This design comes from an exercise in tuning for small area, a short achievable clock period and few clock cycles per item on the open sky130 flow, not from production work.
Where RTL was checked, it was by simulation tests only, not by an equivalence proof against the original.
No functional check of the RTL was part of run 4.

==> flow/config.mk <==
export PLATFORM = sky130hd
export DESIGN_NAME = tick_cpu_job_scheduler
export DESIGN_NICKNAME = tick_cpu_job_scheduler
export VERILOG_FILES = /design/flow/design.v
export SDC_FILE = /design/flow/constraint.sdc
export NUM_CORES = 4
export LEC_CHECK = 0
export CAP_MARGIN = 20
export CORE_MARGIN = 2
export CORE_UTILIZATION = 40
export SLEW_MARGIN = 20
==> flow/constraint.sdc <==
create_clock -name core_clock -period 10.0 [get_ports {clk}]
set_input_delay 2.0000 -clock core_clock [delete_from_list [all_inputs] [get_ports {clk}]]
set_output_delay 2.0000 -clock core_clock [all_outputs]
set_load 0.01 [all_outputs]
==> flow/design.v <==
package tcjs_pkg;
	localparam int MAX_JOBS_DEF  = 16;
	localparam int TIME_BITS_DEF = 32;
	localparam int ID_W    = 8;
	localparam int BURST_W = 16;
	localparam int PRIO_W  = 8;
	localparam int ARR_W   = 32;
	localparam int TICK_W  = 32;
	localparam int SUM_W   = 48;
	localparam int DONE_W  = 16;
	localparam int MODE_W  = 3;
	localparam int QUANT_W = 16;
	localparam int CFG_W   = 16;
	localparam int CIDX_W  = 1;
endpackage
module tcjs_grp4 #(
	parameter int KW = 16
) (
	input  logic [3:0]        v,
	input  logic [4*KW-1:0]   key,      
	input  logic [15:0]       prec,     
	output logic [3:0]        win
);
	logic [3:0] beats [4];
	always_comb begin
		for (int x = 0; x < 4; x++) begin
			beats[x] = '0;
			for (int y = 0; y < 4; y++) begin
				if (x < y) begin
					beats[x][y] = ({!v[x], key[x*KW +: KW], !prec[4*x+y]} < {!v[y], key[y*KW +: KW], 1'b1}) ? 1'b1 : 1'b0;
				end
			end
		end
		for (int x = 0; x < 4; x++)
			for (int y = 0; y < 4; y++)
				if (x > y) beats[x][y] = !beats[y][x];
		for (int x = 0; x < 4; x++) begin
			win[x] = 1'b1;
			for (int y = 0; y < 4; y++)
				if (x != y) win[x] = win[x] & beats[x][y];
		end
	end
endmodule
module tcjs_datapath (
	input  logic        clk,
	input  logic        arst_n,
	input  logic        cfg_write,
	input  logic        cfg_index,
	input  logic [15:0] cfg_data,
	input  logic        in_valid,
	output logic        in_stall,
	input  logic        operation,
	input  logic [7:0]  job_id,
	input  logic [15:0] job_burst,
	input  logic [7:0]  job_priority,
	input  logic [31:0] job_arrival,
	output logic        out_valid,
	input  logic        out_stall,
	output logic        table_full,
	output logic        running_valid,
	output logic [7:0]  running_id,
	output logic        job_finished,
	output logic [31:0] turnaround_ticks,
	output logic [31:0] waiting_ticks,
	output logic [47:0] sum_turnaround,
	output logic [47:0] sum_waiting,
	output logic [15:0] done_count,
	output logic [31:0] now_tick
);
	localparam int N = 16;
	logic [2:0]  mode_q;
	logic [15:0] quant_q;
	always_ff @(posedge clk or negedge arst_n) begin
		if (!arst_n) begin
			mode_q  <= 3'd0;
			quant_q <= 16'd1;
		end else if (cfg_write) begin
			if (cfg_index == 1'b0) mode_q <= cfg_data[2:0];
			else quant_q <= cfg_data;
		end
	end
	logic iv_q, mv_q, ov_q;
	logic        ib_op;
	logic [7:0]  ib_id;
	logic [15:0] ib_burst;
	logic [7:0]  ib_prio;
	logic [31:0] ib_arr;
	logic o_free, m_free, ex;
	assign o_free = !ov_q || !out_stall;
	assign m_free = !mv_q || o_free;
	assign ex     = m_free && (iv_q || in_valid);
	assign in_stall = iv_q;
	always_ff @(posedge clk or negedge arst_n) begin
		if (!arst_n) iv_q <= 1'b0;
		else if (iv_q) iv_q <= !m_free;
		else iv_q <= in_valid && !m_free;
	end
	always_ff @(posedge clk) begin
		if (!iv_q) begin
			ib_op    <= operation;
			ib_id    <= job_id;
			ib_burst <= job_burst;
			ib_prio  <= job_priority;
			ib_arr   <= job_arrival;
		end
	end
	logic        e_op;
	logic [7:0]  e_id;
	logic [15:0] e_burst;
	logic [7:0]  e_prio;
	logic [31:0] e_arr;
	assign e_op    = iv_q ? ib_op    : operation;
	assign e_id    = iv_q ? ib_id    : job_id;
	assign e_burst = iv_q ? ib_burst : job_burst;
	assign e_prio  = iv_q ? ib_prio  : job_priority;
	assign e_arr   = iv_q ? ib_arr   : job_arrival;
	logic ex_add, ex_tick;
	assign ex_add  = ex && !e_op;
	assign ex_tick = ex && e_op;
	logic [N-1:0] w_q, r_q, a_q;           
	logic [7:0]   id_q   [N];
	logic [7:0]   pr_q   [N];
	logic [31:0]  arr_q  [N];
	logic [15:0]  orig_q [N];
	logic [15:0]  rr_q   [N];              
	logic [N-1:0] p_q    [N];              
	logic [31:0]  t_q;
	logic [15:0]  s_q;
	logic         lock_v_q;
	logic [3:0]   lock_s_q;
	logic [31:0] t_inc;
	assign t_inc = t_q + 32'd1;
	logic [N-1:0] prec [N];
	always_comb begin
		for (int i = 0; i < N; i++)
			for (int j = 0; j < N; j++)
				prec[i][j] = (i < j) ? p_q[i][j] : ((i > j) ? !p_q[j][i] : 1'b0);
	end
	logic [N-1:0] empty, add_sel;
	logic         full;
	always_comb begin
		empty = ~(w_q | r_q);
		add_sel = '0;
		for (int i = N - 1; i >= 0; i--)
			if (empty[i]) add_sel = N'(1) << i;
	end
	assign full = (empty == '0);
	logic [15:0] add_rr, add_orig;
	logic        add_arrived;
	assign add_rr      = (e_burst == 16'd0) ? 16'd0 : e_burst - 16'd1;
	assign add_orig    = (e_burst == 16'd0) ? 16'd1 : e_burst;
	assign add_arrived = (e_arr <= t_q);
	logic [N-1:0] adm, rdy;
	assign adm = w_q & a_q;
	assign rdy = r_q | adm;
	logic key_burst, key_prio, np_mode, run_mode;
	assign key_burst = (mode_q == 3'd1) || (mode_q == 3'd2);
	assign key_prio  = (mode_q == 3'd3) || (mode_q == 3'd4);
	assign np_mode   = (mode_q == 3'd1) || (mode_q == 3'd3);
	assign run_mode  = (mode_q <= 3'd5);
	logic [15:0] key [N];
	always_comb begin
		for (int i = 0; i < N; i++)
			key[i] = key_burst ? rr_q[i] : (key_prio ? {8'd0, pr_q[i]} : 16'd0);
	end
	logic [3:0]  gwin [4];
	logic [3:0]  gv;
	logic [15:0] gkey [4];
	logic [1:0]  gidx [4];
	for (genvar g = 0; g < 4; g++) begin : g_l1
		logic [63:0] k4;
		logic [15:0] p4;
		always_comb begin
			for (int x = 0; x < 4; x++) begin
				k4[x*16 +: 16] = key[4*g+x];
				for (int y = 0; y < 4; y++) p4[4*x+y] = prec[4*g+x][4*g+y];
			end
		end
		tcjs_grp4 #(.KW(16)) u_grp (.v(rdy[4*g +: 4]), .key(k4), .prec(p4), .win(gwin[g]));
		always_comb begin
			gv[g] = |rdy[4*g +: 4];
			gkey[g] = '0;
			for (int x = 0; x < 4; x++) if (gwin[g][x]) gkey[g] = gkey[g] | k4[x*16 +: 16];
			gidx[g] = {gwin[g][3] | gwin[g][2], gwin[g][3] | gwin[g][1]};
		end
	end
	logic [15:0] p2;
	logic [63:0] k2;
	always_comb begin
		for (int x = 0; x < 4; x++) begin
			k2[x*16 +: 16] = gkey[x];
			for (int y = 0; y < 4; y++)
				p2[4*x+y] = (x == y) ? 1'b0 : prec[{2'(x), gidx[x]}][{2'(y), gidx[y]}];
		end
	end
	logic [3:0] twin;
	tcjs_grp4 #(.KW(16)) u_top (.v(gv), .key(k2), .prec(p2), .win(twin));
	logic [N-1:0] tree_win;
	always_comb begin
		for (int i = 0; i < N; i++) tree_win[i] = twin[i/4] & gwin[i/4][i%4];
	end
	logic         lock_hit;
	logic [N-1:0] lock_oh, win;
	logic         ran;
	assign lock_oh  = N'(1) << lock_s_q;
	assign lock_hit = np_mode && lock_v_q && rdy[lock_s_q];
	assign ran      = run_mode && (rdy != '0);
	assign win      = !ran ? '0 : (lock_hit ? lock_oh : tree_win);
	logic [3:0] widx;
	always_comb begin
		widx = '0;
		for (int i = 0; i < N; i++) if (win[i]) widx = widx | 4'(i);
	end
	logic [N-1:0] zero;
	always_comb for (int i = 0; i < N; i++) zero[i] = (rr_q[i] == 16'd0);
	logic done;
	assign done = |(win & zero);
	logic [15:0] rr_w, rr_dec;
	always_comb begin
		rr_w = '0;
		for (int i = 0; i < N; i++) if (win[i]) rr_w = rr_w | rr_q[i];
	end
	assign rr_dec = rr_w - 16'd1;
	logic [15:0] qv, s0, s1, s_next;
	logic        rot;
	assign qv = (quant_q == 16'd0) ? 16'd1 : quant_q;
	assign s0 = (s_q == 16'd0) ? qv : s_q;
	assign s1 = s0 - 16'd1;
	assign rot = ran && (mode_q == 3'd5) && !done && (s1 == 16'd0);
	assign s_next = (done || s1 == 16'd0) ? qv : s1;
	logic [N-1:0] add_oh, adm_oh, wrest_oh, rot_oh, rdy_oh;
	assign add_oh   = (ex_add && !full) ? add_sel : '0;
	assign adm_oh   = ex_tick ? adm : '0;
	assign wrest_oh = w_q & ~a_q;
	assign rdy_oh   = rdy;
	assign rot_oh   = (ex_tick && rot) ? win : '0;
	always_ff @(posedge clk or negedge arst_n) begin
		if (!arst_n) begin
			w_q      <= '0;
			r_q      <= '0;
			t_q      <= '0;
			s_q      <= '0;
			lock_v_q <= 1'b0;
			lock_s_q <= '0;
		end else if (ex_add) begin
			if (!full) w_q <= w_q | add_sel;
		end else if (ex_tick) begin
			w_q <= w_q & ~adm;
			r_q <= rdy & ~(done ? win : '0);
			t_q <= t_inc;
			if (np_mode) begin
				lock_v_q <= ran && !done;
				lock_s_q <= ran ? widx : 4'd0;
			end else if (run_mode) begin
				lock_v_q <= 1'b0;
			end
			if (ran && mode_q == 3'd5) s_q <= s_next;
		end
	end
	always_ff @(posedge clk) begin
		for (int i = 0; i < N; i++) begin
			if (ex_add && add_sel[i] && !full) begin
				id_q[i]   <= e_id;
				pr_q[i]   <= e_prio;
				arr_q[i]  <= e_arr;
				orig_q[i] <= add_orig;
				rr_q[i]   <= add_rr;
				a_q[i]    <= add_arrived;
			end else if (ex_tick) begin
				a_q[i] <= (arr_q[i] == t_inc);
				if (win[i] && !done) rr_q[i] <= rr_dec;
			end
		end
		for (int i = 0; i < N; i++)
			for (int j = i + 1; j < N; j++)
				if (add_oh[j]) p_q[i][j] <= 1'b1;
				else if (add_oh[i]) p_q[i][j] <= 1'b0;
				else if (rot_oh[j] && rdy_oh[i]) p_q[i][j] <= 1'b1;
				else if (rot_oh[i] && rdy_oh[j]) p_q[i][j] <= 1'b0;
				else if (adm_oh[i] && wrest_oh[j]) p_q[i][j] <= 1'b1;
				else if (adm_oh[j] && wrest_oh[i]) p_q[i][j] <= 1'b0;
	end
	logic       m_full, m_rv, m_fin, m_tick;
	logic [3:0] m_idx;
	always_ff @(posedge clk or negedge arst_n) begin
		if (!arst_n) mv_q <= 1'b0;
		else if (m_free) mv_q <= ex;
	end
	always_ff @(posedge clk) begin
		if (m_free && ex) begin
			m_tick <= e_op;
			m_full <= !e_op && full;
			m_rv   <= e_op && ran;
			m_fin  <= e_op && ran && done;
			m_idx  <= widx;
		end
	end
	logic [31:0] tat, wt, o_orig;
	assign o_orig = {16'd0, orig_q[m_idx]};
	assign tat = t_q - arr_q[m_idx];
	assign wt  = (tat > o_orig) ? tat - o_orig : 32'd0;
	always_ff @(posedge clk or negedge arst_n) begin
		if (!arst_n) begin
			ov_q           <= 1'b0;
			sum_turnaround <= '0;
			sum_waiting    <= '0;
			done_count     <= '0;
		end else if (o_free) begin
			ov_q <= mv_q;
			if (mv_q && m_fin) begin
				sum_turnaround <= sum_turnaround + {16'd0, tat};
				sum_waiting    <= sum_waiting + {16'd0, wt};
				done_count     <= done_count + 16'd1;
			end
		end
	end
	always_ff @(posedge clk) begin
		if (o_free && mv_q) begin
			table_full       <= m_full;
			running_valid    <= m_rv;
			running_id       <= m_rv ? id_q[m_idx] : 8'd0;
			job_finished     <= m_fin;
			turnaround_ticks <= m_fin ? tat : 32'd0;
			waiting_ticks    <= m_fin ? wt : 32'd0;
			now_tick         <= m_tick ? t_q - 32'd1 : t_q;
		end
	end
	assign out_valid = ov_q;
endmodule
module tick_cpu_job_scheduler #(
	parameter int MAX_JOBS  = tcjs_pkg::MAX_JOBS_DEF,
	parameter int TIME_BITS = tcjs_pkg::TIME_BITS_DEF
) (
	input  logic                          clk,
	input  logic                          arst_n,
	input  logic                          cfg_write,
	input  logic [tcjs_pkg::CIDX_W-1:0]   cfg_index,
	input  logic [tcjs_pkg::CFG_W-1:0]    cfg_data,
	input  logic                          in_valid,
	output logic                          in_stall,
	input  logic                          operation,
	input  logic [tcjs_pkg::ID_W-1:0]     job_id,
	input  logic [tcjs_pkg::BURST_W-1:0]  job_burst,
	input  logic [tcjs_pkg::PRIO_W-1:0]   job_priority,
	input  logic [tcjs_pkg::ARR_W-1:0]    job_arrival,
	output logic                          out_valid,
	input  logic                          out_stall,
	output logic                          table_full,
	output logic                          running_valid,
	output logic [tcjs_pkg::ID_W-1:0]     running_id,
	output logic                          job_finished,
	output logic [tcjs_pkg::TICK_W-1:0]   turnaround_ticks,
	output logic [tcjs_pkg::TICK_W-1:0]   waiting_ticks,
	output logic [tcjs_pkg::SUM_W-1:0]    sum_turnaround,
	output logic [tcjs_pkg::SUM_W-1:0]    sum_waiting,
	output logic [tcjs_pkg::DONE_W-1:0]   done_count,
	output logic [tcjs_pkg::TICK_W-1:0]   now_tick
);
	tcjs_datapath u_dp (
		.clk              (clk),
		.arst_n           (arst_n),
		.cfg_write        (cfg_write),
		.cfg_index        (cfg_index),
		.cfg_data         (cfg_data),
		.in_valid         (in_valid),
		.in_stall         (in_stall),
		.operation        (operation),
		.job_id           (job_id),
		.job_burst        (job_burst),
		.job_priority     (job_priority),
		.job_arrival      (job_arrival),
		.out_valid        (out_valid),
		.out_stall        (out_stall),
		.table_full       (table_full),
		.running_valid    (running_valid),
		.running_id       (running_id),
		.job_finished     (job_finished),
		.turnaround_ticks (turnaround_ticks),
		.waiting_ticks    (waiting_ticks),
		.sum_turnaround   (sum_turnaround),
		.sum_waiting      (sum_waiting),
		.done_count       (done_count),
		.now_tick         (now_tick)
	);
endmodule
==> flow/run.sh <==
#!/bin/bash
# synth_recipe.tcl (not shown) runs the flow's synth.tcl, then flattens the netlist and writes it again
# the make line also repeats each setting of config.mk as NAME=value (left out here)
make -C /OpenROAD-flow-scripts/flow DESIGN_CONFIG=/design/flow/config.mk WORK_HOME=/design/flow/orfs CLKGATE_MAP_FILE= SYNTH_SCRIPT=/design/flow/synth_recipe.tcl finish
==> results of run 1 <==
[through the flow]
step | setup TNS (ps) | setup slack [ps]
4_1_cts | 0 | 3.45
3_5_place_dp | -238780 | -895
2_1_floorplan | -65400 | -354
5_1_grt | -1090 | -130
3_3_place_gp | -242320 | -776
6_report | -24.2 | -19.6
[cell type report]
| class | count | area share |
|---|---|---|
| antenna | 35 | 0.000656 |
| clock buffer | 272 | 0.0432 |
| clock inverter | 116 | 0.0105 |
| inverter | 350 | 0.0103 |
| multi-input combinational | 7197 | 0.391 |
| sequential | 1815 | 0.386 |
| tap | 3515 | 0.0329 |
| timing repair buffer | 1903 | 0.126 |
[registers in the layout, indices dropped and copies added (netlist names), 48 cells and up]
name	flops
u_dp.p_q	120
u_dp.arr_q	512
u_dp.pr_q	128
u_dp.orig_q	256
u_dp.sum_waiting	48
u_dp.rr_q	256
u_dp.id_q	128
u_dp.sum_turnaround	48
[worst register-to-register path: cells and delay by family (launching register included)]
| kind | cells | cell delay, ps |
|---|---|---|
| and+or+nand+nor | 13 | 3140 |
| adders and majority gates | 2 | 530 |
| DFF | 1 | 440 |
| AOI/OAI and AO/OA | 12 | 3640 |
| buffers and inverters | 12 | 2130 |
[cell usage in the layout, fill, tap and decap left out, types with 246 or more instances in the layout]
| cell type | count |
|---|---|
| nor2_1 | 457 |
| inv_1 | 326 |
| a21oi_1 | 405 |
| edfxtp_1 | 1411 |
| o21ai_0 | 464 |
| a22oi_1 | 520 |
| nand4_1 | 246 |
| xor2_1 | 296 |
| buf_4 | 1437 |
| nand3_1 | 258 |
| clkdlybuf4s50_1 | 306 |
| ha_1 | 649 |
| nand2_1 | 907 |
| xnor2_1 | 439 |
[logic make-up after synthesis]
group	synth area share
mux	0.0144
flops	0.487
simple gates	0.139
xor+xnor	0.0635
compound gates	0.182
buf+inv	0.0365
fa+ha+maj	0.0777
[routing by layer]
| layer | routed length, um | vias up | track usage |
|---|---|---|---|
| met2 | 238000 | 6944 | 0.596 |
| li1 | - | 41300 | - |
| met3 | 62900 | 1694 | 0.112 |
| met1 | 218000 | 49300 | 0.522 |
| met5 | 620 | - | 0.00978 |
| met4 | 43400 | 45 | 0.251 |
[worst paths after layout]
| kind | slack, ps | depth (start not counted) | startpoint | end |
|---|---|---|---|---|
| max in group asynchronous | 7450 | 2 | arst_n | u_dp.t_q[4] |
| hold reg to reg | 440 | 0 | u_dp.m_full | u_dp.table_full |
| setup reg to reg | -20 | 39 | u_dp.mode_q[0] | u_dp.rr_q[5][14] |
| setup / recovery | -20 | 39 | u_dp.mode_q[0] | u_dp.rr_q[5][14] |
| hold / removal | 440 | 0 | u_dp.m_full | u_dp.table_full |
| min in group asynchronous | 1050 | 1 | arst_n | u_dp.quant_q[5] |
[timing repair]
action	in CTS	in global routing
resized for setup	74	238
buffers inserted	14	24
pin swaps	16	68
hold endpoints to repair	0	0
hold buffers	0	0
gates cloned	0	4
setup endpoints to repair	670	486
==> summary.txt, run 1 <==
- The flow ran to the end, but the layout failed its checks.
- Layout violations: setup timing
- On the critical path the largest part of the delay comes from compound AO/OA/AOI/OAI gates.
* Global-route wire length before repair: 768000 um
- Yosys warnings: 24
- Total via count after detailed routing: 99300
- In the finished design, the share of the clock period the worst path needs comes to 1.00.
- CP bufs+invs: 12
* TritonRoute pass-1 iters: 13
* CP dominant cell by count: buf_4
- Number of nets with antenna violations after detailed routing: 0
* Die width: 518 um
* Fraction of synthesized cell area taken by the top area cell type: 0.401
- The hold violation count in the final report was 0.
* Number of rows created at floorplan: ~190
* Cell type with the largest total area after synthesis: edfxtp_1
* Final routed wire length divided by cell count: 37.0 um
* CTS tree: yes
- Delay of the slowest cell on the worst path: 710 ps
- Data required time at the worst endpoint: between 10000 and 15000 ps
- Cell with the largest stage delay on the worst path: nor4_4
- Post-detailed-route via-to-cell ratio: roughly 6.5
* Io pins: between 300 and 400
- Cell area after placement: ~0.12 mm^2
- Share of the core filled with cells: 0.508
- Entering global routing, the biggest net connects 147 pins.
* Post-synth net total: 10700
- Total routing usage reported by global routing: 0.404
- Number of placed cells counting well taps: 14700
- For the pin with the worst max-slew slack, the measured transition is 1400 ps.
- The path class of the tightest hold or removal check is register to register.
* Detailed-placement wirelength estimate: 417000 um
- Achievable Freq: around 100 MHz
- Crit path max fanout: 22
* Starting density of the core: 0.403
- Counting along the longest clock path gives a buffer depth of 4.
- Summing all multi-input logic gate instances after layout gives around 0.052 mm^2.
- The cell area that synthesis handed to floorplanning was between 0.1 and 0.15 mm^2.
* Min setup slack post-route: -19.6 ps
* Worst Setup Start Kind: register
* Top FF cell, synth: edfxtp_1
- Final instance area: roughly 0.13 mm^2
- Of the synthesized area, sequential elements account for 0.487.
- Std-Cell Core Area: 0.263 mm^2
- The number of max-slew violations in the final report came to 0.
- Number of enable flip-flop cells after synthesis: roughly 1400
- Buffers inserted during clock tree synthesis total 209.
- CTS clk-pin slew, worst paths: roughly 60 ps
* Number of different library cells in the post-synthesis netlist: 119
- H-tree depth: 4
* Die outline area: 0.269 mm^2
- Critical path start-end classification: register to register
- Subtracting the final worst setup slack from the clock period gives 10020 ps.
- After global routing the overflow that remains totals 0.
- At the later pin of the worst-skew pair, clock insertion delay measures 950 ps.
- Number of filler instances in the final layout: 23700
* First DRT Iteration DRCs: 15300
* Total clock sinks: approximately 1800
- Fraction of final layout cells with drive strength greater than 1: 0.211
- By count the netlist is led by edfxtp_1, nand2_1, ha_1.
* Number of global-route vias before repair: 93800
- Clock tree synthesis selected as its root buffer the cell clkbuf_16.
* Max-cap violations: 0
* Routability congestion estimate from global placement: 1.20
- Die height: 518 um
* Final cell count without fillers: 15200
- Most common cell in the synthesized netlist: edfxtp_1
- Hold Worst Slack: 436 ps
- Area delta synth->final: 26.3%
- The final layout contains 12200 nets.
- Arrival time of the worst setup path: 10740 ps
- Final Routed Wirelength: 563000 um
- Fraction of registers with async set/reset: 0.121
* Headroom to the max-slew limit: 0.0554
* Maximum clock skew at final layout: around 54 ps
- Flip-flop and latch count after synthesis: 1815
* Mean post-synth cell area: 10.6 um^2
- Category of the worst setup path capture point: register
- After technology mapping, the gate count stands at 9979.
* Synth area leaders: edfxtp_1, ha_1, dfrtp_1
- For this run, design rule violations remaining after detail routing come to 0.
- Buffers placed on the I/O ports in this run total a little over 300.
- Initial antenna violation count: 58
- Finish-stage setup viols: 2
* Sequential cell area in the final layout: around 0.052 mm^2
Testbench counts, summed over its fixed seeds: cycles 7,376, items 7,200.
==> inputs of run 2 (changes only) <==
--- a/flow/design.v
+++ b/flow/design.v
@@ -18,18 +18,26 @@
 ) (
 	input  logic [3:0]        v,
 	input  logic [4*KW-1:0]   key,      
-	input  logic [15:0]       prec,     
+	input  logic [15:0]       prec,
 	output logic [3:0]        win
 );
+	localparam int W = KW + 2;
 	logic [3:0] beats [4];
+	logic [3:0] lt_xy [4];
+	for (genvar x = 0; x < 4; x++) begin : g_x
+		for (genvar y = x + 1; y < 4; y++) begin : g_y
+			tcjs_lt #(.W(W)) u_lt (
+				.a  ({!v[x], key[x*KW +: KW], !prec[4*x+y]}),
+				.b  ({!v[y], key[y*KW +: KW], 1'b1}),
+				.lt (lt_xy[x][y])
+			);
+		end
+	end
 	always_comb begin
 		for (int x = 0; x < 4; x++) begin
 			beats[x] = '0;
-			for (int y = 0; y < 4; y++) begin
-				if (x < y) begin
-					beats[x][y] = ({!v[x], key[x*KW +: KW], !prec[4*x+y]} < {!v[y], key[y*KW +: KW], 1'b1}) ? 1'b1 : 1'b0;
-				end
-			end
+			for (int y = 0; y < 4; y++)
+				if (x < y) beats[x][y] = lt_xy[x][y];
 		end
 		for (int x = 0; x < 4; x++)
 			for (int y = 0; y < 4; y++)
@@ -41,6 +49,42 @@
 		end
 	end
 endmodule
+module tcjs_lt #(
+	parameter int W = 18
+) (
+	input  logic [W-1:0] a,
+	input  logic [W-1:0] b,
+	output logic         lt
+);
+	logic [31:0] l0, g0;
+	logic [15:0] l1, g1;
+	logic [7:0]  l2, g2;
+	logic [3:0]  l3, g3;
+	logic [1:0]  l4, g4;
+	always_comb begin
+		l0 = '0;
+		g0 = '0;
+		l0[W-1:0] = ~a & b;
+		g0[W-1:0] = a & ~b;
+	end
+	for (genvar k = 0; k < 16; k++) begin : g_1
+		assign l1[k] = l0[2*k+1] | (~g0[2*k+1] & l0[2*k]);
+		assign g1[k] = g0[2*k+1] | (~l0[2*k+1] & g0[2*k]);
+	end
+	for (genvar k = 0; k < 8; k++) begin : g_2
+		assign l2[k] = l1[2*k+1] | (~g1[2*k+1] & l1[2*k]);
+		assign g2[k] = g1[2*k+1] | (~l1[2*k+1] & g1[2*k]);
+	end
+	for (genvar k = 0; k < 4; k++) begin : g_3
+		assign l3[k] = l2[2*k+1] | (~g2[2*k+1] & l2[2*k]);
+		assign g3[k] = g2[2*k+1] | (~l2[2*k+1] & g2[2*k]);
+	end
+	for (genvar k = 0; k < 2; k++) begin : g_4
+		assign l4[k] = l3[2*k+1] | (~g3[2*k+1] & l3[2*k]);
+		assign g4[k] = g3[2*k+1] | (~l3[2*k+1] & g3[2*k]);
+	end
+	assign lt = l4[1] | (~g4[1] & l4[0]);
+endmodule
 module tcjs_datapath (
 	input  logic        clk,
 	input  logic        arst_n,
@@ -68,26 +112,38 @@
 	output logic [31:0] now_tick
 );
 	localparam int N = 16;
-	logic [2:0]  mode_q;
 	logic [15:0] quant_q;
+	logic key_burst, key_prio, np_mode, run_mode, rr_mode;
 	always_ff @(posedge clk or negedge arst_n) begin
 		if (!arst_n) begin
-			mode_q  <= 3'd0;
-			quant_q <= 16'd1;
+			quant_q   <= 16'd1;
+			key_burst <= 1'b0;
+			key_prio  <= 1'b0;
+			np_mode   <= 1'b0;
+			run_mode  <= 1'b1;
+			rr_mode   <= 1'b0;
 		end else if (cfg_write) begin
-			if (cfg_index == 1'b0) mode_q <= cfg_data[2:0];
-			else quant_q <= cfg_data;
+			if (cfg_index == 1'b0) begin
+				key_burst <= (cfg_data[2:0] == 3'd1) || (cfg_data[2:0] == 3'd2);
+				key_prio  <= (cfg_data[2:0] == 3'd3) || (cfg_data[2:0] == 3'd4);
+				np_mode   <= (cfg_data[2:0] == 3'd1) || (cfg_data[2:0] == 3'd3);
+				run_mode  <= (cfg_data[2:0] <= 3'd5);
+				rr_mode   <= (cfg_data[2:0] == 3'd5);
+			end else begin
+				quant_q <= cfg_data;
+			end
 		end
 	end
-	logic iv_q, mv_q, ov_q;
+	logic iv_q, mv_q, nv_q, ov_q;
 	logic        ib_op;
 	logic [7:0]  ib_id;
 	logic [15:0] ib_burst;
 	logic [7:0]  ib_prio;
 	logic [31:0] ib_arr;
-	logic o_free, m_free, ex;
+	logic o_free, n_free, m_free, ex;
 	assign o_free = !ov_q || !out_stall;
-	assign m_free = !mv_q || o_free;
+	assign n_free = !nv_q || o_free;
+	assign m_free = !mv_q || n_free;
 	assign ex     = m_free && (iv_q || in_valid);
 	assign in_stall = iv_q;
 	always_ff @(posedge clk or negedge arst_n) begin
@@ -153,15 +209,10 @@
 	logic [N-1:0] adm, rdy;
 	assign adm = w_q & a_q;
 	assign rdy = r_q | adm;
-	logic key_burst, key_prio, np_mode, run_mode;
-	assign key_burst = (mode_q == 3'd1) || (mode_q == 3'd2);
-	assign key_prio  = (mode_q == 3'd3) || (mode_q == 3'd4);
-	assign np_mode   = (mode_q == 3'd1) || (mode_q == 3'd3);
-	assign run_mode  = (mode_q <= 3'd5);
 	logic [15:0] key [N];
 	always_comb begin
 		for (int i = 0; i < N; i++)
-			key[i] = key_burst ? rr_q[i] : (key_prio ? {8'd0, pr_q[i]} : 16'd0);
+			key[i] = (rr_q[i] & {16{key_burst}}) | ({8'd0, pr_q[i]} & {16{key_prio}});
 	end
 	logic [3:0]  gwin [4];
 	logic [3:0]  gv;
@@ -212,28 +263,31 @@
 		for (int i = 0; i < N; i++) if (win[i]) widx = widx | 4'(i);
 	end
 	logic [N-1:0] zero;
-	always_comb for (int i = 0; i < N; i++) zero[i] = (rr_q[i] == 16'd0);
-	logic done;
-	assign done = |(win & zero);
-	logic [15:0] rr_w, rr_dec;
+	logic [15:0]  rr_m1 [N];
 	always_comb begin
-		rr_w = '0;
-		for (int i = 0; i < N; i++) if (win[i]) rr_w = rr_w | rr_q[i];
+		for (int i = 0; i < N; i++) begin
+			zero[i]  = (rr_q[i] == 16'd0);
+			rr_m1[i] = rr_q[i] - 16'd1;
+		end
 	end
-	assign rr_dec = rr_w - 16'd1;
+	logic         done;
+	logic [N-1:0] fin_oh, dec_oh;
+	assign fin_oh = win & zero;
+	assign dec_oh = win & ~zero;
+	assign done   = |fin_oh;
 	logic [15:0] qv, s0, s1, s_next;
 	logic        rot;
 	assign qv = (quant_q == 16'd0) ? 16'd1 : quant_q;
 	assign s0 = (s_q == 16'd0) ? qv : s_q;
 	assign s1 = s0 - 16'd1;
-	assign rot = ran && (mode_q == 3'd5) && !done && (s1 == 16'd0);
+	assign rot = rr_mode && (s1 == 16'd0);
 	assign s_next = (done || s1 == 16'd0) ? qv : s1;
 	logic [N-1:0] add_oh, adm_oh, wrest_oh, rot_oh, rdy_oh;
 	assign add_oh   = (ex_add && !full) ? add_sel : '0;
 	assign adm_oh   = ex_tick ? adm : '0;
 	assign wrest_oh = w_q & ~a_q;
 	assign rdy_oh   = rdy;
-	assign rot_oh   = (ex_tick && rot) ? win : '0;
+	assign rot_oh   = (ex_tick && rot) ? dec_oh : '0;
 	always_ff @(posedge clk or negedge arst_n) begin
 		if (!arst_n) begin
 			w_q      <= '0;
@@ -246,7 +300,7 @@
 			if (!full) w_q <= w_q | add_sel;
 		end else if (ex_tick) begin
 			w_q <= w_q & ~adm;
-			r_q <= rdy & ~(done ? win : '0);
+			r_q <= rdy & ~fin_oh;
 			t_q <= t_inc;
 			if (np_mode) begin
 				lock_v_q <= ran && !done;
@@ -254,7 +308,7 @@
 			end else if (run_mode) begin
 				lock_v_q <= 1'b0;
 			end
-			if (ran && mode_q == 3'd5) s_q <= s_next;
+			if (ran && rr_mode) s_q <= s_next;
 		end
 	end
 	always_ff @(posedge clk) begin
@@ -268,7 +322,7 @@
 				a_q[i]    <= add_arrived;
 			end else if (ex_tick) begin
 				a_q[i] <= (arr_q[i] == t_inc);
-				if (win[i] && !done) rr_q[i] <= rr_dec;
+				if (dec_oh[i]) rr_q[i] <= rr_m1[i];
 			end
 		end
 		for (int i = 0; i < N; i++)
@@ -295,10 +349,33 @@
 			m_idx  <= widx;
 		end
 	end
-	logic [31:0] tat, wt, o_orig;
-	assign o_orig = {16'd0, orig_q[m_idx]};
-	assign tat = t_q - arr_q[m_idx];
-	assign wt  = (tat > o_orig) ? tat - o_orig : 32'd0;
+	logic        n_full, n_rv, n_fin, n_tick;
+	logic [7:0]  n_id;
+	logic [31:0] n_tat;
+	logic [15:0] n_orig;
+	always_ff @(posedge clk or negedge arst_n) begin
+		if (!arst_n) nv_q <= 1'b0;
+		else if (n_free) nv_q <= mv_q;
+	end
+	always_ff @(posedge clk) begin
+		if (n_free && mv_q) begin
+			n_tick <= m_tick;
+			n_full <= m_full;
+			n_rv   <= m_rv;
+			n_fin  <= m_fin;
+			n_id   <= m_rv ? id_q[m_idx] : 8'd0;
+			n_tat  <= m_fin ? t_q - arr_q[m_idx] : 32'd0;
+			n_orig <= orig_q[m_idx];
+		end
+	end
+	logic [31:0] wt;
+	logic [47:0] sw_add;
+	logic        wt_neg;
+	logic [1:0]  t_ahead;
+	assign wt_neg   = (n_tat[31:16] == 16'd0) && (n_tat[15:0] < n_orig);
+	assign wt       = wt_neg ? 32'd0 : n_tat - {16'd0, n_orig};
+	assign sw_add   = sum_waiting + {16'd0, n_tat} - {32'd0, n_orig};
+	assign t_ahead  = {1'b0, n_tick} + {1'b0, mv_q && m_tick};
 	always_ff @(posedge clk or negedge arst_n) begin
 		if (!arst_n) begin
 			ov_q           <= 1'b0;
@@ -306,23 +383,23 @@
 			sum_waiting    <= '0;
 			done_count     <= '0;
 		end else if (o_free) begin
-			ov_q <= mv_q;
-			if (mv_q && m_fin) begin
-				sum_turnaround <= sum_turnaround + {16'd0, tat};
-				sum_waiting    <= sum_waiting + {16'd0, wt};
+			ov_q <= nv_q;
+			if (nv_q && n_fin) begin
+				sum_turnaround <= sum_turnaround + {16'd0, n_tat};
+				if (!wt_neg) sum_waiting <= sw_add;
 				done_count     <= done_count + 16'd1;
 			end
 		end
 	end
 	always_ff @(posedge clk) begin
-		if (o_free && mv_q) begin
-			table_full       <= m_full;
-			running_valid    <= m_rv;
-			running_id       <= m_rv ? id_q[m_idx] : 8'd0;
-			job_finished     <= m_fin;
-			turnaround_ticks <= m_fin ? tat : 32'd0;
-			waiting_ticks    <= m_fin ? wt : 32'd0;
-			now_tick         <= m_tick ? t_q - 32'd1 : t_q;
+		if (o_free && nv_q) begin
+			table_full       <= n_full;
+			running_valid    <= n_rv;
+			running_id       <= n_id;
+			job_finished     <= n_fin;
+			turnaround_ticks <= n_tat;
+			waiting_ticks    <= wt;
+			now_tick         <= t_q - {30'd0, t_ahead};
 		end
 	end
 	assign out_valid = ov_q;
--- a/flow/config.mk
+++ b/flow/config.mk
@@ -8,4 +8,5 @@
 export CAP_MARGIN = 20
 export CORE_MARGIN = 2
 export CORE_UTILIZATION = 40
+export SETUP_SLACK_MARGIN = 2.5
 export SLEW_MARGIN = 20
==> run 2 against run 1 <==
Against the previous run: flip-flop and latch count rose by 63; synthesized cell count rose by 12%; first-iteration DRC count fell by 4.7%; hold slack got worse by 9.3 ps; critical path depth fell by 14; die area rose by 5.4%; the run now finishes clean; sequential share of layout area rose by 3.3 points; critical path type unchanged; critical endpoint is now u_dp.rr_q[14][14]; clock-buffer cell count rose by 23.
==> summary.txt, run 2 <==
* Number of filler instances in the final layout: 25900 (+9.3%)
- Initial antenna violation count: 40 (-31%)
- Synth Instances: 11200 (+12%)
- The sequential share of the synthesized area came to 0.479 (-0.00835).
- Port-buffer cells: 307 (unchanged)
- Post-CTS Hold Buffers: 0 (unchanged)
- The routed wire length was 499000 um (-11%).
* Count of final max-slew check failures: 0 (unchanged)
- Io pins: 308 (unchanged)
- The die footprint is 0.283 mm^2 (+5.4%).
- The largest registers in the layout are u_dp.arr_q: 512 flops, u_dp.orig_q: 256 flops, u_dp.rr_q: 256 flops.
- Starting density of the core: 0.403 (about the same)
- The post-placement worst setup slack was 1620 ps (+2510 ps).
* Die height: 532 um (+2.7%)
- Post-synth net total: 11500 (+7.5%)
- The wire length of the first global-routing pass is 700000 um (-8.7%).
* Mean post-synth cell area: 9.95 um^2 (-6.2%)
* Headroom to the max-slew limit: 0.209 (+0.154)
- H-tree depth: 4 (unchanged)
* Critical path start-end classification: register to register
- Crit path max fanout: 59 (+170%)
- Arrival time of the worst setup path: 8140 ps (-2600 ps)
* Post-detailed-route via-to-cell ratio: 6.46 (-1.0%)
- The routability congestion estimate from global placement is 1.03 (-14%).
- CTS tree: yes
- Number of rows created at floorplan: 193 (+2.7%)
- The library cells used most frequently in the layout, excluding fill and tap cells, are edfxtp_1, nand2_1, o21ai_0.
- The post-layout net count is 11700 (-3.9%).
- Setup repair after global routing could not meet its margin everywhere.
* Cell area after placement: 0.119 mm^2 (-4.4%)
- The maximum number of pins on one net before global-route repair was 111 (-24%).
* Pin slew with the least headroom to its limit: 1180 ps (-219 ps)
- The path class of the tightest hold or removal check is register to register.
* Cell type with the largest total area after synthesis: edfxtp_1
- Min setup slack post-route: 2410 ps (+2430 ps)
* Fraction of synthesized cell area taken by the top area cell type: 0.396 (-0.00455)
* Die width: 532 um (+2.7%)
- The area taken by flip-flops and latches is 0.0534 mm^2 (+3.6%).
- The number of vias after detailed routing was 99100 (-0.15%).
- The count of different cell masters after synthesis was 141 (+18%).
- The area of the core region was 0.277 mm^2 (+5.4%).
* Clk root buf: clkbuf_16
* Fraction of registers with async set/reset: 0.118 (-0.00245)
- u_dp.arr_q holds more flip-flops than any other register.
- Flip-flop count of the largest register after layout: 512 (unchanged)
- Clock period minus final worst setup slack: 7590 ps (-2430 ps)
- Yosys warnings: 29 (+21%)
- Most instantiated cells after synthesis: edfxtp_1, nand2_1, o21ai_0
- Area of the mapped netlist: 0.112 mm^2 (+5.5%)
- Compared with the post-synthesis result, the final layout area differs by 14.4%.
- Number of enable flip-flop cells after synthesis: 1471 (+4.3%)
- The hold violation count in the final report came to 0 (unchanged).
- The worst setup path is captured at a register.
* Maximum clock skew at final layout: 143 ps (+88.5 ps)
- Achievable Freq: 132 MHz (+32%)
- By instance count, the leading cell after synthesis is edfxtp_1.
- Most common library cell in the layout ignoring fill and taps: edfxtp_1
* Top FF cell, synth: edfxtp_1
- Final setup TNS: 0 ps (+24.2 ps)
- Total clock sinks: 1878 (+3.5%)
- Outcome: no timing/DRC/antenna violations
- CTS clk-pin slew, worst paths: 60 ps (about the same)
- Clock latency on the worst-skew pair: 970 ps (+20 ps)
- The required time of the critical path is 10550 ps (-170 ps).
- Final instance area: 0.128 mm^2 (-4.5%)
- Detailed-placement wirelength estimate: 347000 um (-17%)
* Fraction of final layout cells with drive strength greater than 1: 0.104 (-0.107)
- Share of the core filled with cells: 0.461 (-0.0477)
- The detailed router's first-iteration violation count was 14600 (-4.7%).
* Number of global-route vias before repair: 93900 (+0.069%)
* Area of combinational cells with multiple inputs: 0.0538 mm^2 (+3.0%)
- Total CTS buffers: 216 (+3.3%)
- The count of final setup violators was 0 (-2).
- Max-cap violations: 0 (unchanged)
- The number of synthesized register bits was 1878 (+3.5%).
- Final routed wire length divided by cell count: 32.6 um (-12%)
- The DRC violation count after routing was 0 (unchanged).
* Number of nets with antenna violations after detailed routing: 0 (unchanged)
- The post-route clock period utilization was 0.759 (-0.243).
* Total global routing overflow: 0 (unchanged)
- The overall fraction of global-route tracks in use was 0.338 (-0.0663).
- The worst setup path is launched from a register.
* Maximum clock path buffer count: 4 (unchanged)
- Synth area leaders: edfxtp_1, dfrtp_1, xnor2_1
- TritonRoute pass-1 iters: 9 (-4)
-- run 2: stage by stage --
step | hold WS [ps] | cells
5_1_grt | 436 | 15300
3_5_place_dp | 407 | 14800
3_3_place_gp | 404 | 14800
2_1_floorplan | 400 | 11200
4_1_cts | 424 | 15300
6_report | 426 | 15300
-- run 2: area by class of cell --
type | instances | share of cell area
Multi-Input combinational cell | 8088 | 0.421
Sequential cell | 1878 | 0.419
Timing Repair Buffer | 735 | 0.0526
Clock buffer | 295 | 0.0472
Tap cell | 3705 | 0.0363
Inverter | 514 | 0.0155
Clock inverter | 104 | 0.00796
Antenna cell | 15 | 0.000294
-- run 2: path summary, 6_finish.rpt --
check	from	depth (start not counted)	to	slack [ps]
min in group asynchronous	arst_n	1	u_dp.sum_turnaround[7]	950
setup / recovery	u_dp.key_burst	25	u_dp.rr_q[14][14]	2410
hold reg to reg	u_dp.n_id[4]	0	u_dp.running_id[4]	430
setup reg to reg	u_dp.key_burst	25	u_dp.rr_q[14][14]	2410
hold / removal	u_dp.n_id[4]	0	u_dp.running_id[4]	430
max in group asynchronous	arst_n	2	u_dp.key_prio	7560
-- run 2: worst max-delay path: stages, from the launching register on --
cell	delay (ps)
dfrtp_4	530
buf_12	170
clkbuf_8	280
a22oi_2	400
a21oi_1	200
a221oi_1	350
a31oi_1	80
o31ai_1	530
o21a_1	250
a21oi_1	110
buf_4	210
and2_4	240
a2111oi_2	640
buf_4	290
inv_1	90
o22ai_1	290
o221ai_1	210
nor4b_1	300
o311a_1	200
o22a_1	240
nor3_1	90
nor3_2	330
a31o_2	250
nand2_1	270
o31ai_4	330
buf_4	320
-- run 2: logic make-up (layout without fill, tap and decap cells) --
logic type | Yosys count | in the layout | share of synthesized area
adders and majority gates | 353 | 353 | 0.0380
AOI/OAI and AO/OA | 3391 | 3391 | 0.204
muxes | 116 | 116 | 0.0119
buffers and inverters | 1253 | 1648 | 0.0490
and+or+nand+nor | 3280 | 3286 | 0.144
DFF | 1878 | 1878 | 0.479
other | 0 | 15 | 0
xor gates and xnor gates | 942 | 942 | 0.0740
-- run 2: repair_timing --
item                       4_1_cts  5_1_grt
buffers inserted                42       43
setup endpoints to repair      417      413
cloned                           6        3
pin swaps                       16       18
resized for setup               43      102
-- run 2: per-layer routing --
metal / vias up / global-route usage / part of all wire
met1: 48900 / 0.442 / 0.39
met3: 1375 / 0.0684 / 0.10
met2: 6371 / 0.528 / 0.45
met5: - / 0 / 0.00026
met4: 18 / 0.174 / 0.060
li1: 42500 / - / -
Testbench counts of run 2, summed over its fixed seeds: cycles 7,424, items 7,200.
==> inputs of run 3 (changes only) <==
--- a/flow/config.mk
+++ b/flow/config.mk
@@ -8,5 +8,4 @@
 export CAP_MARGIN = 20
 export CORE_MARGIN = 2
 export CORE_UTILIZATION = 40
-export SETUP_SLACK_MARGIN = 2.5
 export SLEW_MARGIN = 20
==> run 3 against run 2 <==
Against the previous run: maximum frequency decreased by 11%; critical path type unchanged; largest cell class is now registers; highest routed layer unchanged; synthesized cell count unchanged; routed wire length is 1.1% lower.
==> summary.txt, run 3 <==
- The flow ran to the end and the layout has no timing, DRC or antenna violations.
- Final instance area: 0.126 mm^2 (-1.1%)
- Critical path start-end classification: register to register
- CTS tree: yes
- The number of synthesized register bits was 1878 (unchanged).
* Yosys warnings: 29 (unchanged)
- Worst Setup Start Kind: register
* Fraction of synthesized cell area taken by the top area cell type: 0.396 (unchanged)
* Max-cap violations: 0 (unchanged)
- Std-Cell Core Area: 0.277 mm^2 (unchanged)
- Final cycle utilization of the critical path: 0.857 (+0.0975)
* Clock latency on the worst-skew pair: 970 ps (about the same)
- Routability congestion estimate from global placement: 1.03 (unchanged)
- Number of rows created at floorplan: 193 (unchanged)
* Arrival time of the worst setup path: 9090 ps (+950 ps)
* Die outline area: 0.283 mm^2 (unchanged)
- Sequential fraction of the synthesis area: 0.479 (unchanged)
- Headroom to the max-slew limit: 0.239 (+0.0301)
- Pin slew with the least headroom to its limit: 1140 ps (-48.0 ps)
- The count of final setup violators is 0 (unchanged).
- Capture instance of the worst register-to-register path: u_dp.rr_q[3][9]
* Area of the mapped netlist: 0.112 mm^2 (unchanged)
- The setup fix buffers added after clock tree synthesis came to 0 (-100%).
- The largest registers in the layout are u_dp.arr_q: 512 flops, u_dp.orig_q: 256 flops, u_dp.rr_q: 256 flops.
- Delay of the slowest cell on the worst path: 980 ps (+340 ps)
- The ratio of routed vias to standard cells came to 6.46 (-0.11%).
- CTS clk-pin slew, worst paths: 60 ps (about the same)
- Starting density of the core: 0.403 (unchanged)
- Most common library cell in the layout ignoring fill and taps: edfxtp_1
- The number of levels the H-tree was split into came to 4 (unchanged).
- The number of inserted filler cells in the final layout was 26000 (+0.23%).
- The post-synthesis cell count came to 11200 (unchanged).
- Clock period minus final worst setup slack: 8570 ps (+975 ps)
- After synthesis, the cell types taking the most area are edfxtp_1, dfrtp_1, xnor2_1.
* Largest Register: u_dp.arr_q
- The final hold slack is 427 ps (+0.785 ps).
* Category of the worst setup path capture point: register
- The port buffer count was 307 (unchanged).
* Total clock sinks: 1878 (unchanged)
- Remaining design rule violation count: 0 (unchanged)
* Number of nets with antenna violations after detailed routing: 0 (unchanged)
- The die span in x was 532 um (unchanged).
- Worst-path cell chain: buf_4 -> a2111oi_0 -> o31ai_1 -> o221ai_1 -> o21ai_0 -> o2111ai_1 -> nand3_1 -> nor3_2 -> buf_4 -> a221oi_1 -> and2_1 -> o21ai_0 -> a211oi_1 -> o22ai_1 -> a31oi_1 -> o31ai_2 -> buf_4 -> nor4b_4 -> a31oi_1 -> nor2_1 -> nand2_1 -> o21ai_1 -> buf_4
* Number of different library cells in the post-synthesis netlist: 141 (unchanged)
- The number of enable-type register cells in the synthesized netlist is 1471 (unchanged).
- The setup slack on the worst flop-to-flop path came to 1430 ps (-980 ps).
- TritonRoute pass-1 iters: 9 (unchanged)
* Most common cell in the synthesized netlist: edfxtp_1
- Post-synth net total: 11500 (unchanged)
- The overall fraction of global-route tracks in use was 0.335 (-0.00245).
* Data required time at the worst endpoint: 10520 ps (-30 ps)
- Crit path to: u_dp.rr_q[3][9]
- The post-layout net count was 11600 (-0.80%).
* Pin count of the biggest net entering global routing: 111 (unchanged)
- The routed wire length came to 494000 um (-1.1%).
- The maximum clock rate was 117 MHz (-11%).
- The accumulated negative setup slack was 0 ps (unchanged).
- The number of vias after detailed routing came to 98400 (-0.68%).
* Count of final max-slew check failures: 0 (unchanged)
- Top FF cell, synth: edfxtp_1
- The wire length of the first global-routing pass came to 696000 um (-0.62%).
- Maximum clock path buffer count: 4 (unchanged)
* Die height: 532 um (unchanged)
* R2r startpoint: u_dp.key_burst
- Total global routing overflow: 0 (unchanged)
* Number of global-route vias before repair: 93500 (-0.42%)
* Most frequent cells in the layout: edfxtp_1, nand2_1, o21ai_0
- The tree is rooted in a clkbuf_16.
- Length in cells of the worst reg-to-reg path: 23 (-8.0%)
* Post-CTS sizing: 0 (-100%)
* Area delta synth->final: 13.2%
- The slowest stage of the critical path is the a221oi_1 cell.
- Worst setup startpoint: u_dp.key_burst
- Hold Path Class: register to register
- In the synthesized netlist, the cells that appear most often are edfxtp_1, nand2_1, o21ai_0.
- The cell that appears most often on the critical path is buf_4.
* Final routed wire length divided by cell count: 32.4 um (-0.58%)
- Final count of hold timing violations: 0 (unchanged)
- The ratio of cells with drive above 1 in the final layout is 0.0913 (-0.0131).
* Cell type with the largest total area after synthesis: edfxtp_1
- Total CTS buffers: 216 (unchanged)
* Detailed-placement wirelength estimate: 347000 um (unchanged)
- The number of top-level design ports is 308 (unchanged).
- The async set-or-reset flop fraction in the synthesized netlist is 0.118 (unchanged).
- Unrepaired setup endpoints after global routing: false
- Maximum clock skew at final layout: 143 ps (-0.302 ps)
- Flip-flop count of the largest register after layout: 512 (unchanged)
* First DRT Iteration DRCs: 14500 (-0.44%)
* Crit path max fanout: 54 (-8.5%)
* Cell area after placement: 0.119 mm^2 (unchanged)
* Initial antenna violation count: 36 (-10%)
* Share of the core filled with cells: 0.456 (-0.00518)
- Mean post-synth cell area: 9.95 um^2 (unchanged)
- Post-CTS Hold Buffers: 0 (unchanged)
==> run 3: cell types whose count changed in the layout (fill, tap and decap cells not counted), sizes merged <==
cell and change:
clkbuf -3, nor3 -1, diode +7, buf -85, nor2 -5
==> run 3: cells by family after synthesis <==
group           count (synthesis)  share of synthesized area
mux                           116                     0.0119
buf+inv                      1253                     0.0490
compound gates               3391                      0.204
fa+ha+maj                     353                     0.0380
xor+xnor                      942                     0.0740
flops                        1878                      0.479
simple gates                 3280                      0.144
==> run 3: worst min-delay path by stage <==
stage / from / cells after the start / to
floorplan: u_dp.m_full / 0 / u_dp.n_full
global placement: u_dp.n_id[3] / 0 / u_dp.running_id[3]
detailed placement: u_dp.n_id[2] / 0 / u_dp.running_id[2]
CTS: u_dp.n_id[3] / 0 / u_dp.running_id[3]
global route: u_dp.n_id[3] / 0 / u_dp.running_id[3]
finish: u_dp.n_id[4] / 0 / u_dp.running_id[4]
==> run 3: cell type report <==
cell class / count / area, um^2 / area share
Sequential cell: 1878 / 53400 / 0.423
Antenna cell: 22 / 55.1 / 0.000436
Clock buffer: 295 / 6030 / 0.0478
Clock inverter: 104 / 1020 / 0.00805
Inverter: 514 / 1970 / 0.0156
Multi-Input combinational cell: 8082 / 53300 / 0.422
Timing Repair Buffer: 647 / 5770 / 0.0457
Tap cell: 3705 / 4640 / 0.0367
==> run 3: worst max-delay path, delay by kind of cell (launching register included) <==
family | cells | cell delay, ps
AO/OA/AOI/OAI | 13 | 4080
AND/OR/NAND/NOR | 6 | 1860
buffers and inverters | 4 | 1380
flip-flops | 1 | 840
==> run 3: metrics by stage <==
step	worst slack [ps]	cells
floorplan	3250	11200
global placement	1470	14800
detailed placement	1620	14800
CTS	1630	15200
global route	1240	15200
finish	1430	15200
==> run 3: metal layers <==
| layer | share of wire | global-route usage | up-vias |
|---|---|---|---|
| met3 | 0.10 | 0.0668 | 1280 |
| met2 | 0.45 | 0.526 | 6179 |
| met4 | 0.056 | 0.168 | 12 |
| li1 | - | - | 42200 |
| met1 | 0.39 | 0.440 | 48700 |
| met5 | 0.00017 | 0 | - |
==> inputs of run 4 (changes only) <==
--- a/flow/design.v
+++ b/flow/design.v
@@ -214,6 +214,11 @@
 		for (int i = 0; i < N; i++)
 			key[i] = (rr_q[i] & {16{key_burst}}) | ({8'd0, pr_q[i]} & {16{key_prio}});
 	end
+	logic         lock_hit;
+	logic [N-1:0] lock_oh, cand;
+	assign lock_oh  = N'(1) << lock_s_q;
+	assign lock_hit = np_mode && lock_v_q && rdy[lock_s_q];
+	assign cand     = (run_mode ? rdy : '0) & (lock_hit ? lock_oh : '1);
 	logic [3:0]  gwin [4];
 	logic [3:0]  gv;
 	logic [15:0] gkey [4];
@@ -227,9 +232,9 @@
 				for (int y = 0; y < 4; y++) p4[4*x+y] = prec[4*g+x][4*g+y];
 			end
 		end
-		tcjs_grp4 #(.KW(16)) u_grp (.v(rdy[4*g +: 4]), .key(k4), .prec(p4), .win(gwin[g]));
+		tcjs_grp4 #(.KW(16)) u_grp (.v(cand[4*g +: 4]), .key(k4), .prec(p4), .win(gwin[g]));
 		always_comb begin
-			gv[g] = |rdy[4*g +: 4];
+			gv[g] = |cand[4*g +: 4];
 			gkey[g] = '0;
 			for (int x = 0; x < 4; x++) if (gwin[g][x]) gkey[g] = gkey[g] | k4[x*16 +: 16];
 			gidx[g] = {gwin[g][3] | gwin[g][2], gwin[g][3] | gwin[g][1]};
@@ -248,15 +253,12 @@
 	tcjs_grp4 #(.KW(16)) u_top (.v(gv), .key(k2), .prec(p2), .win(twin));
 	logic [N-1:0] tree_win;
 	always_comb begin
-		for (int i = 0; i < N; i++) tree_win[i] = twin[i/4] & gwin[i/4][i%4];
+		for (int i = 0; i < N; i++) tree_win[i] = twin[i/4] & gwin[i/4][i%4] & cand[i];
 	end
-	logic         lock_hit;
-	logic [N-1:0] lock_oh, win;
+	logic [N-1:0] win;
 	logic         ran;
-	assign lock_oh  = N'(1) << lock_s_q;
-	assign lock_hit = np_mode && lock_v_q && rdy[lock_s_q];
-	assign ran      = run_mode && (rdy != '0);
-	assign win      = !ran ? '0 : (lock_hit ? lock_oh : tree_win);
+	assign ran = (cand != '0);
+	assign win = tree_win;
 	logic [3:0] widx;
 	always_comb begin
 		widx = '0;
--- a/flow/config.mk
+++ b/flow/config.mk
@@ -8,4 +8,5 @@
 export CAP_MARGIN = 20
 export CORE_MARGIN = 2
 export CORE_UTILIZATION = 40
+export SETUP_SLACK_MARGIN = 2.5
 export SLEW_MARGIN = 20
==> run 4 against run 3 <==
Against the previous run: largest cell class is now multi-input gates; synthesized cell count shrank 1.8%; worst setup slack gained 800 ps; global-route usage shrank 0.29 points; sequential share of layout area shrank 1.2 points; clock-buffer cell count grew 4; clock skew shrank 45 ps; non-clock buffer count grew 224; die area shrank 1.4%; cell area grew 2.9%.
==> summary.txt, run 4 <==
- The number of flip-flops under the largest register name was 512 (unchanged).
* Crit path max fanout: 8 (-85%)
* Synth area leaders: edfxtp_1, dfrtp_1, xnor2_1
- Category of the worst setup path capture point: register
- Global-route wire length before repair: 680000 um (-2.3%)
- Net count reported at finish: 11700 (+0.43%)
* Number of rows created at floorplan: 192 (-0.52%)
- Total global routing overflow: 0 (unchanged)
* Final instance area: 0.130 mm^2 (+2.9%)
* Remaining design rule violation count: 0 (unchanged)
- Total routing usage reported by global routing: 0.332 (-0.00292)
- TritonRoute pass-1 iters: 7 (-2)
- The number of global-route vias before repair was 91900 (-1.7%).
- Flip-flop and latch count after synthesis: 1878 (unchanged)
- Worst Setup Start Kind: register
- Largest Register: u_dp.arr_q
* Number of enable flip-flop cells after synthesis: 1471 (unchanged)
- Final setup TNS: 0 ps (unchanged)
- Most common cell in the synthesized netlist: edfxtp_1
- GRT Max-Usage Layer: met2
- The global routing met2 resource utilization came to 0.510 (-0.0159).
- The endpoint arrival time on the critical path is 8530 ps (-560 ps).
* Fraction of synthesized cell area taken by the top area cell type: 0.402 (+0.00583)
- The post-route clock period utilization was 0.777 (-0.0797).
- The number of warnings issued by yosys is 29 (unchanged).
* Fraction of registers with async set/reset: 0.118 (unchanged)
- The detailed placer's ending HPWL came to 329000 um (-5.3%).
* Die width: 528 um (-0.72%)
* Cell with the largest stage delay on the worst path: a222oi_1
- The pin slew with the least headroom to its limit came to 1260 ps (+121 ps).
- The ratio of cells with drive above 1 in the final layout is 0.130 (+0.0385).
- From synthesis to final layout, the design area changed by 18.1%.
* Data required time at the worst endpoint: 10760 ps (+240 ps)
- The clock latency on the worst-skew pair is 950 ps (-20 ps).
- CTS clk-pin slew, worst paths: 60 ps (about the same)
- The routed wire length is 484000 um (-2.0%).
- Setup repair after global routing could not meet its margin everywhere.
- Final routed wire length divided by cell count: 31.9 um (-1.5%)
- The largest registers in the layout are u_dp.arr_q: 512 flops, u_dp.orig_q: 256 flops, u_dp.rr_q: 256 flops.
* Hold Path Class: register to register
- First DRT Iteration DRCs: 13900 (-4.4%)
- Pin count of the biggest net entering global routing: 117 (+5.4%)
* Finish-stage setup viols: 0 (unchanged)
* Area of combinational cells with multiple inputs: 0.0539 mm^2 (+1.1%)
* Std-Cell Core Area: 0.273 mm^2 (-1.3%)
* Top FF cell, synth: edfxtp_1
- The CTS buffer count came to 216 (unchanged).
- The count of nets left with antenna violations after detail routing is 0 (unchanged).
* Min setup slack post-route: 2230 ps (+797 ps)
- TritonCTS built the clock tree.
- Clock period minus final worst setup slack: 7770 ps (-797 ps)
- CP dominant cell by count: maj3_2
- In the synthesized netlist, the cells that appear most often are edfxtp_1, nand2_1, o21ai_0.
* Met1 Track Usage GR: 0.438 (-0.00132)
- The number of nets produced by synthesis is 11300 (-1.8%).
- The maximum clock rate was 129 MHz (+10%).
- edfxtp_1 takes more of the synthesized area than any other cell.
* Worst setup timing slack at the placement stage: 1070 ps (-540 ps)
- Count of final max-slew check failures: 0 (unchanged)
* Critical path start-end classification: register to register
* Area of the mapped netlist: 0.110 mm^2 (-1.5%)
- The setup skew after layout is 97.9 ps (-44.7 ps).
* Synth Instances: 11000 (-1.8%)
* Post-detailed-route via-to-cell ratio: 6.43 (-0.35%)
- Final count of hold timing violations: 0 (unchanged)
* Die height: 528 um (-0.72%)
- The routability congestion estimate from global placement came to 1.01 (-2.4%).
- Starting density of the core: 0.402 (-0.000624)
- The number of vias after detailed routing came to 97700 (-0.78%).
* Maximum clock path buffer count: 4 (unchanged)
* Global-route track usage on met3: 0.0675 (+0.000659)
- Delay of the slowest cell on the worst path: 660 ps (-320 ps)
- The sequential share of the synthesized area was 0.486 (+0.00706).
- The instance area after placement was 0.117 mm^2 (-1.4%).
- Most common library cell in the layout ignoring fill and taps: edfxtp_1
* Initial antenna violation count: 27 (-25%)
* Die outline area: 0.279 mm^2 (-1.4%)
- Outcome: no timing/DRC/antenna violations
- The cell sitting at the root of the clock tree is a clkbuf_16.
* H-tree depth: 4 (unchanged)
- Total clock sinks: 1878 (unchanged)
* Mean post-synth cell area: 9.99 um^2 (+0.40%)
* Io pins: 308 (unchanged)
- The relative slew slack is 0.155 (-0.0845).
* Most frequent cells in the layout: edfxtp_1, nand2_1, o21ai_0
* Number of filler instances in the final layout: 25200 (-3.0%)
- The area taken by flip-flops and latches came to 0.0535 mm^2 (about the same).
- Post-CTS Hold Buffers: 0 (unchanged)
- Max-cap violations: 0 (unchanged)
- The port buffer count is 307 (unchanged).
- Number of different library cells in the post-synthesis netlist: 120 (-15%)
[run 4: cell types whose count changed after synthesis, sizes merged, moves of 32 or more]
cell / previous run / this run
xnor2: 603 / 568
o22ai: 181 / 133
xor2: 339 / 391
o211ai: 98 / 159
a31oi: 122 / 71
o21ai: 822 / 790
a21oi: 648 / 589
nand3: 277 / 233
o21a: 63 / 26
a21o: 80 / 118
[run 4: worst max-delay path, delay by kind of cell (launching register included)]
family                   cells  cell delay, ps
AO/OA/AOI/OAI               11            3540
adder cells (fa/ha/maj)      4            1330
buffers and inverters        5             830
flip-flops                   1             560
multiplexers                 1             280
AND/OR/NAND/NOR              7            1050
[run 4: final timing paths]
check / slack (ps) / cells after the start / endpoint / from
worst max-delay path: 2230 / 28 / u_dp.lock_s_q[1] / u_dp.key_burst
worst min-delay path: 420 / 0 / u_dp.n_full / u_dp.m_full
worst max register to register: 2230 / 28 / u_dp.lock_s_q[1] / u_dp.key_burst
worst min register to register: 420 / 0 / u_dp.n_full / u_dp.m_full
max in group asynchronous: 7480 / 2 / u_dp.iv_q / arst_n
min in group asynchronous: 1130 / 1 / u_dp.sum_turnaround[36] / arst_n
[run 4: metal layers]
metal / wire, um / share of wire / up-vias
met3: 50100 / 0.10 / 1194
met1: 190000 / 0.39 / 48400
met5: 120 / 0.00025 / -
li1: - / - / 42000
met4: 30800 / 0.064 / 18
met2: 213000 / 0.44 / 6134
[run 4: cell families after synthesis]
kind of cell,Yosys count,synth area share
DFF,1878,0.486
adders and majority gates,367,0.0400
buffers and inverters,1219,0.0453
muxes,109,0.0112
and+or+nand+nor,3247,0.143
AOI/OAI and AO/OA,3227,0.198
xor gates and xnor gates,959,0.0764
[run 4: area by class of cell]
cell class | count | area share
Sequential cell | 1878 | 0.412
Tap cell | 3589 | 0.0346
Inverter | 504 | 0.0149
Clock inverter | 103 | 0.00892
Clock buffer | 299 | 0.0467
Timing Repair Buffer | 871 | 0.0679
Multi-Input combinational cell | 7918 | 0.415
Antenna cell | 19 | 0.000366
[run 4: repair_timing]
item,in CTS,in global routing
setup buffers,150,86
gates resized for setup,292,285
gates cloned,15,16
pin swaps,110,84
setup endpoints to repair,429,434
[run 4: per-stage QoR]
stage	util	hold slack [ps]	cells
3_3_place_gp	0.430	403	14500
3_5_place_dp	0.430	405	14500
6_report	0.475	421	15200
2_1_floorplan	-	400	11000
5_1_grt	0.475	424	15200
4_1_cts	0.467	414	15100

-- re-timing with driven ports --
In the flow no input, the clock included, has a driving cell. The finished layouts below were timed again as built, in two steps.
Step 1, drivers: a clkbuf_16 drives clk and a buf_2 each remaining input, both assumed.
Step 2 moves the port delays by t, midway between the first and last clock arrival at a register: inputs arrive t later, outputs are due t later. That takes back most of the time a late clock gives input paths.
Slacks: no drivers / after step 1 / after step 2; pairs: no drivers / after step 1.
run	shift t [ns]	setup WS [ns]	worst data-port slew with drivers (ns)
run 1	1.011	-0.020 / -0.020 / -0.020	0.16
run 2	1.005	2.410 / 2.410 / 2.410	0.21
run 3	1.008	1.435 / 1.435 / 1.435	0.20
run 4	1.002	2.231 / 2.231 / 2.231	0.19
